This is an optimization exercise on Yosys and OpenROAD, whose aim is small area, a short achievable clock period and few clock cycles per item, not a production implementation. Power and IR drop assume default switching activity.

// boreal_ledger
module boreal_ledger
#(
  parameter int DEPTH = 16,
  parameter int AW    = $clog2(DEPTH)
) (
  input  logic          clk,
  input  logic          rst,
  input  logic          ledger_wr_en,
  input  logic [31:0]   wr_opcode,
  input  logic [31:0]   wr_nonce,
  input  logic          wr_committed,
  input  logic [31:0]   wr_policy_hash,
  input  logic          rd_ready,
  output logic          rd_valid,
  output logic [31:0]   rd_seq,
  output logic [31:0]   rd_opcode,
  output logic [31:0]   rd_nonce,
  output logic [31:0]   rd_policy_hash,
  output logic          rd_committed,
  output logic [31:0]   rd_chain,
  output logic [AW:0]   ledger_count,
  output logic          ledger_full,
  output logic          overflow,
  output logic [15:0]   drop_count,
  output logic [31:0]   chain_head
);
  localparam int NS = DEPTH - 2;    
  localparam int FW = 97;           
  logic [31:0]   seq_ctr;           
  logic [AW:0]   queued;            
  logic [NS-1:0] wr_oh;             
  logic [NS-1:0] rd_oh;             
  logic [AW-1:0] ring_cnt;          
  logic          ring_any;          
  logic          nx_valid;          
  logic [FW-1:0] nx_fields;
  logic          pop;
  logic          wr_accept;
  logic          head_load;
  logic          nx_load;
  logic [31:0]   chain_next;
  ...
Settings: LEC_CHECK=0, CAP_MARGIN=20, CORE_MARGIN=2, CORE_UTILIZATION=40, CTS_CLUSTER_DIAMETER=80, CTS_CLUSTER_SIZE=30, SETUP_SLACK_MARGIN=2.7, SLEW_MARGIN=20; clock period 5.0 ns.
run.sh (not shown) runs the stock make flow with config.mk's settings and CLKGATE_MAP_FILE= SYNTH_SCRIPT=/design/flow/synth_recipe.tcl, a recipe that flattens the netlist after the stock synthesis.
The starting point finished clean.
Next try:
--- a/flow/config.mk
+++ b/flow/config.mk
@@ -12,3 +12,3 @@
 export CTS_CLUSTER_SIZE = 30
-export SETUP_SLACK_MARGIN = 2.7
+export SETUP_SLACK_MARGIN = 2.6
 export SLEW_MARGIN = 20
Outcome: Design area barely changes; die area stays the same; sequential share of layout area is about the same; worst setup slack improves by 0.067 ns; non-clock buffer count is lower by 37; area after synthesis stays the same; sequential power is about the same.
No run of this note included a check of the RTL's function; only the layout flow was run.

========
boreal_ledger, a different RTL version from the one above (not shown whole).
For scale: roughly 4200 cells after synthesis, about 1700 flip-flops, roughly 0.064 mm2 of cells after synthesis.
==> flow/design.v (excerpt) <==
module boreal_ledger
#(
  parameter int DEPTH = 16,
  parameter int AW    = $clog2(DEPTH)
) (
  input  logic          clk,
  input  logic          rst,
  input  logic          ledger_wr_en,
  input  logic [31:0]   wr_opcode,
  input  logic [31:0]   wr_nonce,
  input  logic          wr_committed,
  input  logic [31:0]   wr_policy_hash,
  input  logic          rd_ready,
  output logic          rd_valid,
  output logic [31:0]   rd_seq,
  output logic [31:0]   rd_opcode,
  output logic [31:0]   rd_nonce,
  output logic [31:0]   rd_policy_hash,
  output logic          rd_committed,
  output logic [31:0]   rd_chain,
  output logic [AW:0]   ledger_count,
  output logic          ledger_full,
  output logic          overflow,
  output logic [15:0]   drop_count,
  output logic [31:0]   chain_head
);
clock: 5.0 ns
lec_check: 0
cap_margin: 20
core_margin: 2
core_utilization: 40
cts_cluster_diameter: 80
cts_cluster_size: 30
setup_slack_margin: 2.7
slew_margin: 20
standard.sh (not shown) runs the stock make flow with config.mk's settings and CLKGATE_MAP_FILE= SYNTH_SCRIPT=/design/flow/synth_recipe.tcl, a recipe that flattens the netlist after the stock synthesis.
==> flow/flow/run.sh <==
#!/bin/bash
# The standard layout, with plain buffers (buf_2) instead of the default
# delay-type cell on the ports. Full tool output goes to standard.log here and
# to the ORFS logs under orfs/logs/.
set -euo pipefail
bash standard.sh "BUFFER_PORTS_ARGS=-buffer_cell sky130_fd_sc_hd__buf_2" finish > standard.log 2>&1
The starting point finished with timing, DRC and antenna clean.
Next try:
Settings changed: CORE_UTILIZATION 40 to 55.
What happened: The changed run ran to the end with no violations. Design area came out lower by 1.5%. Critical path depth is unchanged. Setup slack is worse by 0.095 ns. Non-clock buffer count came out lower by 3. Via count hardly moves. Synthesized cell count stays the same. Wire length came out lower by 2.7%.
Next try:
==> flow/run.sh (new file) <==
#!/bin/bash
# synth_recipe.tcl (not shown) runs the flow's synth.tcl, then flattens the netlist and writes it again
# the make line also repeats each setting of config.mk as NAME=value (left out here)
make -C /OpenROAD-flow-scripts/flow DESIGN_CONFIG=/design/flow/config.mk WORK_HOME=/design/flow/orfs CLKGATE_MAP_FILE= SYNTH_SCRIPT=/design/flow/synth_recipe.tcl finish
Settings changed: CORE_UTILIZATION 55 to 40, CTS_CLUSTER_DIAMETER 80 to 100, CTS_CLUSTER_SIZE 30 to 25, SETUP_SLACK_MARGIN 2.7 to 2.8.
removed: flow/flow/run.sh
removed: flow/standard.sh
=> Combinational power rises by 16%; setup slack improves by 0.18 ns; cell count rises by about 14%; sequential power stays flat; hold slack improves by 0.0079 ns; die area rises by 37%; flip-flop and latch count is unchanged; clock power rises by 4.1%; power rises by 3.9%.
Function was not checked in any run of this note: the RTL went through the layout flow alone.

========
Another version of the RTL of boreal_ledger (not shown whole).
Size: about 3800 cells after synthesis, ~65000 µm² of cells after synthesis.
Settings: LEC_CHECK=0, CAP_MARGIN=20, CORE_MARGIN=2, CORE_UTILIZATION=60, SETUP_SLACK_MARGIN=2.8, SLEW_MARGIN=20; clock period 5.0 ns.
run.sh (not shown) runs the stock make flow with config.mk's settings and CLKGATE_MAP_FILE= SYNTH_SCRIPT=/design/flow/synth_recipe.tcl, a recipe that flattens the netlist after the stock synthesis.
Stock flow here: none of the scripts above is used.
The starting point finished clean.
Rerun with:
Settings changed: CORE_UTILIZATION 60 to 40, SETUP_SLACK_MARGIN 2.8 to 2.5.
Effect: Count of clock-buffer cells in the layout rose by 11; sequential share of layout area rose by 2.1 points; via count fell by 5.3%; worst setup slack gains 0.037 ns; total power fell by 3.9%; die area rose by 49%; clock skew rose by 0.0058 ns; final cell count rose by 7.7%; first-iteration DRC count fell by 14%; area after synthesis stays the same.
No functional check of the RTL was part of any run of this note.

========
Another version of the RTL of boreal_ledger (not shown whole).
Size: roughly 4200 cells after synthesis, roughly 320 I/O pins, ~65000 µm² of cells after synthesis.
clock: 5.0 ns
lec_check: 0
cap_margin: 20
core_margin: 2
core_utilization: 40
cts_cluster_diameter: 80
cts_cluster_size: 30
setup_slack_margin: 2.8
slew_margin: 20
standard.sh (not shown) runs the stock make flow with config.mk's settings and CLKGATE_MAP_FILE= SYNTH_SCRIPT=/design/flow/synth_recipe.tcl, a recipe that flattens the netlist after the stock synthesis.
==> flow/flow/run.sh <==
#!/bin/bash
# The standard layout, with plain buffers (buf_2) instead of the default
# delay-type cell on the ports. Full tool output goes to standard.log here and
# to the ORFS logs under orfs/logs/.
set -euo pipefail
bash standard.sh "BUFFER_PORTS_ARGS=-buffer_cell sky130_fd_sc_hd__buf_2" finish > standard.log 2>&1
The starting point completed with no timing, DRC or antenna violations.
Then changed:
SETUP_SLACK_MARGIN = 2.7   (was 2.8)
After rerunning: The changed run finished with timing, DRC and antenna clean; final area drops by 3.1%; global-route usage decreases by 0.49 points; cell count is lower by 1.4%; first-iteration DRC count drops by 2.5%; sequential cell count stays the same; clock skew hardly moves; critical path depth increases by 4.
No run of this note included a check of the RTL's function; only the layout flow was run.

========
## amber
The RTL this note starts from:
==> flow/design.v <==
package boreal_ledger_pkg;
  localparam logic [31:0] LEDGER_CHAIN_SEED = 32'hB0EA_1000;
  typedef logic [0:0] rd_state_t;
  localparam rd_state_t R_IDLE    = 1'b0;
  localparam rd_state_t R_PRESENT = 1'b1;
  localparam int CHAIN_LSB     = 0;
  localparam int COMMITTED_BIT = 32;
  localparam int POLICY_LSB    = 33;
  localparam int NONCE_LSB     = 65;
  localparam int OPCODE_LSB    = 97;
  localparam int SEQ_LSB       = 129;
  localparam int ENTRY_W       = 161;
  function automatic logic [31:0] ledger_chain_mix(
    input logic [31:0] chain,
    input logic [31:0] seq,
    input logic [31:0] opcode,
    input logic [31:0] nonce,
    input logic [31:0] policy_hash,
    input logic        committed
  );
    ledger_chain_mix = {chain[26:0], chain[31:27]} ^ seq ^ opcode ^ nonce ^ policy_hash
           ^ {31'b0, committed};
  endfunction
endpackage
import boreal_ledger_pkg::*;
module boreal_ledger_mem
#(
  parameter int NS = 15,
  parameter int FW = 97
) (
  input  logic          clk,
  input  logic [NS-1:0] we,
  input  logic [FW-1:0] wr_data,
  input  logic [NS-1:0] rd_sel,
  output logic [FW-1:0] rd_data
);
  logic [FW-1:0] mem [NS];
  always_ff @(posedge clk) begin
    for (int i = 0; i < NS; i++) begin
      if (we[i]) begin
        mem[i] <= wr_data;
      end
    end
  end
  always_comb begin
    rd_data = '0;
    for (int i = 0; i < NS; i++) begin
      rd_data = rd_data | (mem[i] & {FW{rd_sel[i]}});
    end
  end
endmodule
import boreal_ledger_pkg::*;
module boreal_ledger
#(
  parameter int DEPTH = 16,
  parameter int AW    = $clog2(DEPTH)
) (
  input  logic          clk,
  input  logic          rst,
  input  logic          ledger_wr_en,
  input  logic [31:0]   wr_opcode,
  input  logic [31:0]   wr_nonce,
  input  logic          wr_committed,
  input  logic [31:0]   wr_policy_hash,
  input  logic          rd_ready,
  output logic          rd_valid,
  output logic [31:0]   rd_seq,
  output logic [31:0]   rd_opcode,
  output logic [31:0]   rd_nonce,
  output logic [31:0]   rd_policy_hash,
  output logic          rd_committed,
  output logic [31:0]   rd_chain,
  output logic [AW:0]   ledger_count,
  output logic          ledger_full,
  output logic          overflow,
  output logic [15:0]   drop_count,
  output logic [31:0]   chain_head
);
  localparam int NS = DEPTH - 2;    
  localparam int FW = 97;           
  logic [31:0]   seq_ctr;
  logic [NS-1:0] wr_oh;             
  logic [NS-1:0] rd_oh;             
  logic [AW-1:0] ring_cnt;          
  logic          ring_any;          
  logic          nx_valid;          
  logic [FW-1:0] nx_fields;
  logic          pop;
  logic          wr_accept;
  logic          head_load;
  logic          nx_load;
  logic [31:0]   chain_next;
  logic [31:0]   seq_inc;
  logic [31:0]   head_chain;
  logic [AW:0]   count_next;
  logic [AW:0]   count_inc;
  logic [AW:0]   count_dec;
  logic [AW-1:0] ring_inc;
  logic [AW-1:0] ring_dec;
  logic          c_all1, c_all0, r_all1, r_all0;
  logic          full_next;
  logic          cnt_up;
  logic          cnt_dn;
  logic          ring_up;
  logic          ring_dn;
  logic [AW-1:0] ring_cnt_next;
  logic          ring_any_next;
  logic [NS-1:0] ring_we;
  logic [FW-1:0] wr_fields;
  logic [FW-1:0] rg_fields;
  assign pop = rd_valid && rd_ready;
  assign wr_accept = ledger_wr_en && (!ledger_full || rd_ready);
  assign head_load = nx_valid && (!rd_valid || rd_ready);
  assign nx_load   = ring_any && (!nx_valid || head_load);
  assign chain_next = boreal_ledger_pkg::ledger_chain_mix(chain_head, seq_ctr, wr_opcode,
                                       wr_nonce, wr_policy_hash,
                                       wr_committed);
  assign wr_fields = {wr_opcode, wr_nonce, wr_policy_hash, wr_committed};
  assign ring_we = wr_oh & {NS{!ledger_full || rd_ready}};
  boreal_ledger_mem #(
    .NS (NS),
    .FW (FW)
  ) u_mem (
    .clk     (clk),
    .we      (ring_we),
    .wr_data (wr_fields),
    .rd_sel  (rd_oh),
    .rd_data (rg_fields)
  );
  assign seq_inc    = rd_seq + 32'd1;
  assign head_chain = boreal_ledger_pkg::ledger_chain_mix(rd_chain, seq_inc, nx_fields[96:65],
                                       nx_fields[64:33], nx_fields[32:1],
                                       nx_fields[0]);
  always_comb begin
    c_all1 = 1'b1;
    c_all0 = 1'b1;
    for (int i = 0; i <= AW; i++) begin
      count_inc[i] = ledger_count[i] ^ c_all1;
      count_dec[i] = ledger_count[i] ^ c_all0;
      c_all1 = c_all1 & ledger_count[i];
      c_all0 = c_all0 & !ledger_count[i];
    end
    r_all1 = 1'b1;
    r_all0 = 1'b1;
    for (int i = 0; i < AW; i++) begin
      ring_inc[i] = ring_cnt[i] ^ r_all1;
      ring_dec[i] = ring_cnt[i] ^ r_all0;
      r_all1 = r_all1 & ring_cnt[i];
      r_all0 = r_all0 & !ring_cnt[i];
    end
  end
  assign cnt_up  = wr_accept && !pop;
  assign cnt_dn  = pop && !wr_accept;
  assign count_next = cnt_up ? count_inc : cnt_dn ? count_dec : ledger_count;
  assign full_next  = cnt_up ? (ledger_count == 5'd15) :
                      cnt_dn ? 1'b0 : ledger_full;
  assign ring_up  = wr_accept && !nx_load;
  assign ring_dn  = nx_load && !wr_accept;
  assign ring_cnt_next = ring_up ? ring_inc : ring_dn ? ring_dec : ring_cnt;
  assign ring_any_next = wr_accept || ring_cnt[AW-1:1] != '0 || (ring_cnt[0] && !nx_load);
  always_ff @(posedge clk) begin
    if (rst) begin
      seq_ctr      <= '0;
      chain_head   <= LEDGER_CHAIN_SEED;
      ledger_count <= '0;
      ledger_full  <= 1'b0;
      rd_valid     <= 1'b0;
      nx_valid     <= 1'b0;
      ring_any     <= 1'b0;
      ring_cnt     <= '0;
      overflow     <= 1'b0;
      drop_count   <= '0;
      rd_seq       <= '1;
      rd_chain     <= LEDGER_CHAIN_SEED;
      wr_oh        <= NS'(1);
      rd_oh        <= NS'(1);
    end else begin
      if (wr_accept) begin
        seq_ctr    <= seq_ctr + 32'd1;
        chain_head <= chain_next;
        wr_oh      <= {wr_oh[NS-2:0], wr_oh[NS-1]};
      end else if (ledger_wr_en) begin
        overflow <= 1'b1;
        if (drop_count != 16'hFFFF) begin
          drop_count <= drop_count + 16'd1;
        end
      end
      if (nx_load) begin
        rd_oh <= {rd_oh[NS-2:0], rd_oh[NS-1]};
      end
      if (head_load) begin
        rd_seq   <= seq_inc;
        rd_chain <= head_chain;
      end
      ledger_count <= count_next;
      ledger_full  <= full_next;
      rd_valid     <= head_load || (rd_valid && !rd_ready);
      nx_valid     <= nx_load || (nx_valid && !head_load);
      ring_any     <= ring_any_next;
      ring_cnt     <= ring_cnt_next;
    end
  end
  always_ff @(posedge clk) begin
    if (nx_load) begin
      nx_fields <= rg_fields;
    end
  end
  always_ff @(posedge clk) begin
    if (rst) begin
      {rd_opcode, rd_nonce, rd_policy_hash, rd_committed} <= '0;
    end else if (head_load) begin
      {rd_opcode, rd_nonce, rd_policy_hash, rd_committed} <= nx_fields;
    end
  end
endmodule
Settings: LEC_CHECK=0, CAP_MARGIN=20, CORE_MARGIN=2, CORE_UTILIZATION=40, CTS_CLUSTER_DIAMETER=100, CTS_CLUSTER_SIZE=25, SETUP_SLACK_MARGIN=2.8, SLEW_MARGIN=20; clock period 5.0 ns.
Scripts as last shown in full above: flow/flow/run.sh
#### Input delta (violet over amber)
# amber
export LEC_CHECK = 0
export CAP_MARGIN = 20
export CORE_MARGIN = 2
export CORE_UTILIZATION = 40
export CTS_CLUSTER_DIAMETER = 100
export CTS_CLUSTER_SIZE = 25
export SETUP_SLACK_MARGIN = 2.8
export SLEW_MARGIN = 20
create_clock -name core_clock -period 5.0 [get_ports {clk}]
# violet
export LEC_CHECK = 0
export CAP_MARGIN = 20
export CORE_MARGIN = 2
export CORE_UTILIZATION = 40
export CTS_CLUSTER_DIAMETER = 80
export CTS_CLUSTER_SIZE = 30
export SETUP_SLACK_MARGIN = 2.7
export SLEW_MARGIN = 20
create_clock -name core_clock -period 5.0 [get_ports {clk}]
==> flow/run.sh (new file) <==
#!/bin/bash
# synth_recipe.tcl (not shown) runs the flow's synth.tcl, then flattens the netlist and writes it again
# the make line also repeats each setting of config.mk as NAME=value (left out here)
make -C /OpenROAD-flow-scripts/flow DESIGN_CONFIG=/design/flow/config.mk WORK_HOME=/design/flow/orfs CLKGATE_MAP_FILE= SYNTH_SCRIPT=/design/flow/synth_recipe.tcl finish
removed: flow/flow/run.sh
removed: flow/standard.sh
Findings:
Worst-margin pin slew for violet: 0.36 ns down relative to amber
Compared with amber, violet shows a final design area excluding fillers that is 0.80% lower.
violet reports a higher area of placed instances than amber does.
Total length of routed wires of violet falls short of that of amber by a few percent.
Met3 usage in global routing, violet and amber: higher on amber
Compared amber against violet; slack of the worst reg-to-reg path within noise.
The reported leakage power of violet was superior to that of amber.
In violet, clock-pin slew reported for the worst setup and hold paths after clock tree synthesis is higher than in amber.
Share of post-route cells with drive strength above 1 in violet vs amber: down 1.9 points
[violet] amount of wire on met3 after detailed routing fell about 4% relative to amber
Function was not checked in any run of this note: the RTL went through the layout flow alone.

-- what the ideal ports hide --
No port has a modelled driver above. Below, the same layouts with a new extraction and two added sets of constraints.
Step 1 (the two cells are an assumption about what drives the block):
set clk [get_ports {clk}]
set_driving_cell -lib_cell sky130_fd_sc_hd__clkbuf_16 $clk
set_driving_cell -lib_cell sky130_fd_sc_hd__buf_2 [delete_from_list [all_inputs] $clk]
Step 2 times the ports against the registers' clock, not the clock port: input delays grow and output delays shrink by t, the midpoint of the rising clock arrivals with the driver on.
Slacks: no drivers / after step 1 / after step 2; pairs: no drivers / after step 1.
run	t, ns	setup slack, ns	worst data-port slew with drivers (ns)
the first run of note 1	0.810	2.428 / 2.428 / 1.749	0.21
the second run of note 1	0.828	2.495 / 2.482 / 1.654	0.20
the first run of note 2	0.786	2.584 / 2.626 / 1.848	0.19
the second run of note 2	0.764	2.489 / 2.494 / 1.730	0.17
the third run of note 2	0.796	2.674 / 2.618 / 1.979	0.18
the first run of note 3	0.871	2.400 / 2.400 / 2.009	0.17
the second run of note 3	0.893	2.436 / 2.377 / 1.784	0.17
the first run of note 4	0.794	2.718 / 2.633 / 2.067	0.22
the second run of note 4	0.789	2.661 / 2.616 / 2.051	0.18
amber	0.798	2.653 / 2.635 / 1.843	0.16
violet	0.819	2.662 / 2.602 / 1.861	0.17
After both steps every run listed still meets setup and hold. For the second run of note 1, which loses most, drivers alone change the setup slack by -0.013 ns; drivers and shift together by -0.841 ns.
